Source: an optimization exercise on an open RTL-to-GDS flow (aim: small area, a short achievable clock period and few clock cycles per item). Production flows keep margins and buffers that such runs may drop. RTL that was checked went through simulation tests only; none was proved equivalent to the original. No activity file was given, so power comes from the tool's default toggle rates.

==> flow/design.v (excerpt) <==
module compression_ratio_reset_monitor_unit (
    input  wire logic                               aclk,
    input  wire logic                               aresetn,
    input  wire logic                               s_valid,
    output logic                                    s_ready,
    input  wire logic [63:0]                        s_data,
    output logic                                    m_valid,
    input  wire logic                               m_ready,
    output logic [57:0]                             m_data,
    input  wire logic                               psel,
    input  wire logic                               penable,
    input  wire logic                               pwrite,
    input  wire logic [crrm_pkg::ADDR_BITS-1:0]     paddr,
    input  wire logic [crrm_pkg::DATA_BITS-1:0]     pwdata,
    output logic [crrm_pkg::DATA_BITS-1:0]          prdata,
    output logic                                    pready
);
clock: 9.0 ns
lec_check: 0
cap_margin: 20
core_margin: 2
core_utilization: 40
setup_slack_margin: 3.5
slew_margin: 20
run.sh (not shown) runs the stock make flow with config.mk's settings and CLKGATE_MAP_FILE= SYNTH_SCRIPT=/design/flow/synth_recipe.tcl, a recipe that flattens the netlist after the stock synthesis.
Testbench counts at the start, summed over its fixed seeds: cycles 10,001, items 1,920.
Edit:
--- a/flow/config.mk
+++ b/flow/config.mk
@@ -10,3 +10,3 @@
 export CORE_UTILIZATION = 40
-export SETUP_SLACK_MARGIN = 3.5
+export SETUP_SLACK_MARGIN = 4.25
 export SLEW_MARGIN = 20
What happened:
- core utilization came out higher by 2.5 points
- global-route usage rose by 0.46 points
- fmax went up by 7.6%
- synthesized area stays the same
- synthesized cell count does not change
- cell area rises by 5.6%
- final cell count goes up by 2.0%
- worst setup slack improves by 0.38 ns
- power went up by 4.9%

exp/umber:
Another version of the RTL of compression_ratio_reset_monitor_unit (not shown whole).
Size in the first run: roughly 5800 cells after synthesis, roughly 540 flip-flops, roughly 200 I/O pins.
clock: 9.0 ns
lec_check: 0
cap_margin: 20
core_margin: 2
core_utilization: 40
cts_cluster_diameter: 70
cts_cluster_size: 35
setup_slack_margin: 4.0
slew_margin: 20
Testbench counts of exp/umber, summed over its fixed seeds: cycles 10,001, items 1,920.
> inputs changed (exp/umber -> exp/amber)
-- flow/config.mk --
<<< exp/umber, line 10
export CORE_UTILIZATION = 40
export CTS_CLUSTER_DIAMETER = 70
export CTS_CLUSTER_SIZE = 35
export SETUP_SLACK_MARGIN = 4.0
>>> exp/amber, line 10
export CORE_UTILIZATION = 40
export CTS_CLUSTER_DIAMETER = 80
export CTS_CLUSTER_SIZE = 40
export SETUP_SLACK_MARGIN = 4.0
## What came out
Number of nets with antenna violations after detailed routing: exp/umber vs exp/amber identical. The final hold slack number comes out lower for exp/umber vs exp/amber. First-pass GRT wire length on exp/amber is ahead of exp/umber. Compared with exp/umber, exp/amber is more frugal on power. The global-route usage over all layers was comparable across exp/umber and exp/amber. exp/amber: detailed-router iteration count before antenna repair 2 below exp/umber.
Inputs modified between exp/amber and exp/nickel:
-- flow/config.mk --
<<< exp/amber, line 10
export CORE_UTILIZATION = 40
export CTS_CLUSTER_DIAMETER = 80
export CTS_CLUSTER_SIZE = 40
export SETUP_SLACK_MARGIN = 4.0
>>> exp/nickel, line 10
export CORE_UTILIZATION = 40
export SETUP_SLACK_MARGIN = 4.0
==> run summary <==
Compound-gate portion of the synthesized area: exp/amber vs exp/nickel identical. exp/nickel vs. exp/amber: final instance area up about 2%, synthesis-to-layout area growth went up, internal power component went up by 12%.
## Diff of input files: exp/lagoon against exp/nickel
-- flow/config.mk --
<<< exp/nickel, line 10
export CORE_UTILIZATION = 40
export SETUP_SLACK_MARGIN = 4.0
>>> exp/lagoon, line 10
export CORE_UTILIZATION = 40
export CTS_CLUSTER_DIAMETER = 60
export CTS_CLUSTER_SIZE = 30
export SETUP_SLACK_MARGIN = 4.0
The cell with the largest stage delay on the worst path comes out fa_1 in one run and fa_2 in the other, namely in exp/nickel and exp/lagoon respectively. The clock skew in exp/lagoon sits 0.0044 ns above the value recorded for exp/nickel. Per the final summary, exp/lagoon finished and its layout is clean on timing, DRC and antenna. Simple-gate area share of the yosys netlist came out exactly the same in exp/lagoon and exp/nickel. In the tables for exp/lagoon and exp/nickel, met3 wirelength from detailed routing reads higher with exp/nickel. The lower count of instances resized after the clock tree is built came out of exp/nickel. Between exp/lagoon and exp/nickel, the sequential share of layout area figures differ only marginally.

## before
compression_ratio_reset_monitor_unit, a different RTL version from the one above (not shown whole).
Size in the first run: ~4000 cells after synthesis.
clock: 9.0 ns
lec_check: 0
abc_clock_period_in_ps: 4500
cap_margin: 20
core_margin: 2
core_utilization: 40
slew_margin: 20
### before -> after
Settings: setting SETUP_SLACK_MARGIN to 4.0 for the first time.
Findings:
In summary, after completed successfully, with a layout that passed the timing, design-rule and antenna checks. Number of detailed-routing iterations run before antenna repair: after vs before up 3. Compared to before, after shows a wider setup margin. Relative to before, the final cell area reported for after is higher.
No functional check of the RTL was part of any run of this note.

compression_ratio_reset_monitor_unit with an RTL version that a note above also has.
Size in the first run: roughly 8300 cells after synthesis, roughly 540 flip-flops, roughly 200 I/O pins, about 60000 um^2 of cells after synthesis.
Settings: LEC_CHECK=0, ABC_AREA=1, CAP_MARGIN=20, CORE_MARGIN=2, CORE_UTILIZATION=40, SETUP_SLACK_MARGIN=4.0, SLEW_MARGIN=20; clock period 9.0 ns.
The starting point went through all stages and came out clean.
Testbench counts at the start, summed over its fixed seeds: cycles 10,001, items 1,920.
==> next run, changes <==
Settings changed: ABC_AREA 1 to default.
Area after synthesis went down by 11%.
Die area fell by 11%.
Clock power stays flat.
Core utilization rises by 2.0 points.
Final area fell by 6.9%.
Hold slack hardly moves.
Cell count is lower by 25%.
Global-route usage falls by 5.0 points.
Via count decreases by 23%.
Worst setup slack is worse by 0.12 ns.

== violet ==
RTL: one of the versions met above, not the one the previous note started from.
Size in the first run: ~5800 cells after synthesis, ~540 flip-flops, about 200 I/O pins, ~53000 um^2 of cells after synthesis.
## compression_ratio_reset_monitor_unit
module compression_ratio_reset_monitor_unit (
    input  wire logic                               aclk,
    input  wire logic                               aresetn,
    input  wire logic                               s_valid,
    output logic                                    s_ready,
    input  wire logic [63:0]                        s_data,
    output logic                                    m_valid,
    input  wire logic                               m_ready,
    output logic [57:0]                             m_data,
    input  wire logic                               psel,
    input  wire logic                               penable,
    input  wire logic                               pwrite,
    input  wire logic [crrm_pkg::ADDR_BITS-1:0]     paddr,
    input  wire logic [crrm_pkg::DATA_BITS-1:0]     pwdata,
    output logic [crrm_pkg::DATA_BITS-1:0]          prdata,
    output logic                                    pready
);
clock: 9.0 ns
lec_check: 0
cap_margin: 20
core_margin: 2
core_utilization: 40
setup_slack_margin: 4.0
slew_margin: 20
tns_end_percent: 10
Testbench counts of violet, summed over its fixed seeds: cycles 10,001, items 1,920.
Changes in cedar relative to violet:
Settings: setting PLACE_DENSITY to 0.7 for the first time; setting CTS_CLUSTER_SIZE to 40 for the first time; setting CTS_CLUSTER_DIAMETER to 80 for the first time; removing TNS_END_PERCENT (formerly 10).
--- outcome ---
Status | violet and cedar | clean. Routed length on met2 was lower in cedar than in violet. sky130_fd_sc_hd__clkdlybuf4s50_1 as the slowest library cell on the worst path was reported by violet, and sky130_fd_sc_hd__edfxtp_1 by cedar. In the metrics for violet and cedar, the one carrying the higher worst setup slack is cedar. Higher relative area of clock buffers and inverters in the final design among violet and cedar: violet. Fraction of area in multi-input gates ended up 0.70 points higher on cedar than on violet. Summary of cedar over violet: net total in the final layout shows no meaningful change; mean number of vias per cell higher. Count of non-CTS buffers in the layout grows by more than 10% when moving from violet to cedar. Summary of cedar over violet: signed area change from the synthesized netlist to the final layout moved up; via count up 1.7%; worst endpoint required time climbed 2.30 ns.

-- separate check: timing with driven ports --
Ports are ideal in the flow. The routed layouts listed here were re-timed in OpenROAD.
Step 1: set_driving_cell puts a clkbuf_16 on aclk and a buf_2 on each other input, an assumption about the parent block.
Step 2 also shifts input and output timing later by t, the mid clock arrival at the registers, as if the neighbouring blocks saw the same clock.
Three values: ideal ports, drivers, drivers and shift; two values: the first two.
| run | t, ns | setup WS [ns] | worst hold slack (ns) | clock arrival spread, ns |
|---|---|---|---|---|
| the first run of note 1 | 0.721 | 3.551 / 3.518 / 2.992 | 0.451 / 0.451 / 0.451 | 0.035 / 0.034 |
| the second run of note 1 | 0.734 | 3.935 / 3.935 / 3.625 | 0.446 / 0.446 / 0.446 | 0.049 / 0.049 |
| exp/umber | 0.720 | 4.013 / 4.013 / 3.433 | 0.454 / 0.454 / 0.454 | 0.040 / 0.039 |
| exp/amber | 0.681 | 4.033 / 4.006 / 3.450 | 0.459 / 0.459 / 0.459 | 0.041 / 0.041 |
| exp/nickel | 0.737 | 3.994 / 3.994 / 3.417 | 0.438 / 0.438 / 0.438 | 0.034 / 0.034 |
| exp/lagoon | 0.763 | 3.957 / 3.957 / 3.423 | 0.435 / 0.435 / 0.435 | 0.044 / 0.044 |
| before | 0.666 | 0.633 / 0.633 / 0.633 | 0.444 / 0.444 / 0.444 | 0.029 / 0.028 |
| after | 0.665 | 1.946 / 1.946 / 1.946 | 0.429 / 0.429 / 0.429 | 0.031 / 0.031 |
| the first run of note 4 | 0.730 | 4.008 / 3.871 / 3.574 | 0.445 / 0.445 / 0.445 | 0.019 / 0.019 |
| the second run of note 4 | 0.726 | 3.890 / 3.890 / 3.407 | 0.447 / 0.447 / 0.447 | 0.053 / 0.053 |
| violet | 0.720 | 3.842 / 3.807 / 3.265 | 0.442 / 0.442 / 0.442 | 0.044 / 0.044 |
| cedar | 0.682 | 3.965 / 3.965 / 3.329 | 0.443 / 0.443 / 0.443 | 0.038 / 0.038 |
After both steps every run listed still meets setup and hold. For cedar, which loses most, drivers alone change the setup slack by 0.000 ns; drivers and shift together by -0.636 ns.
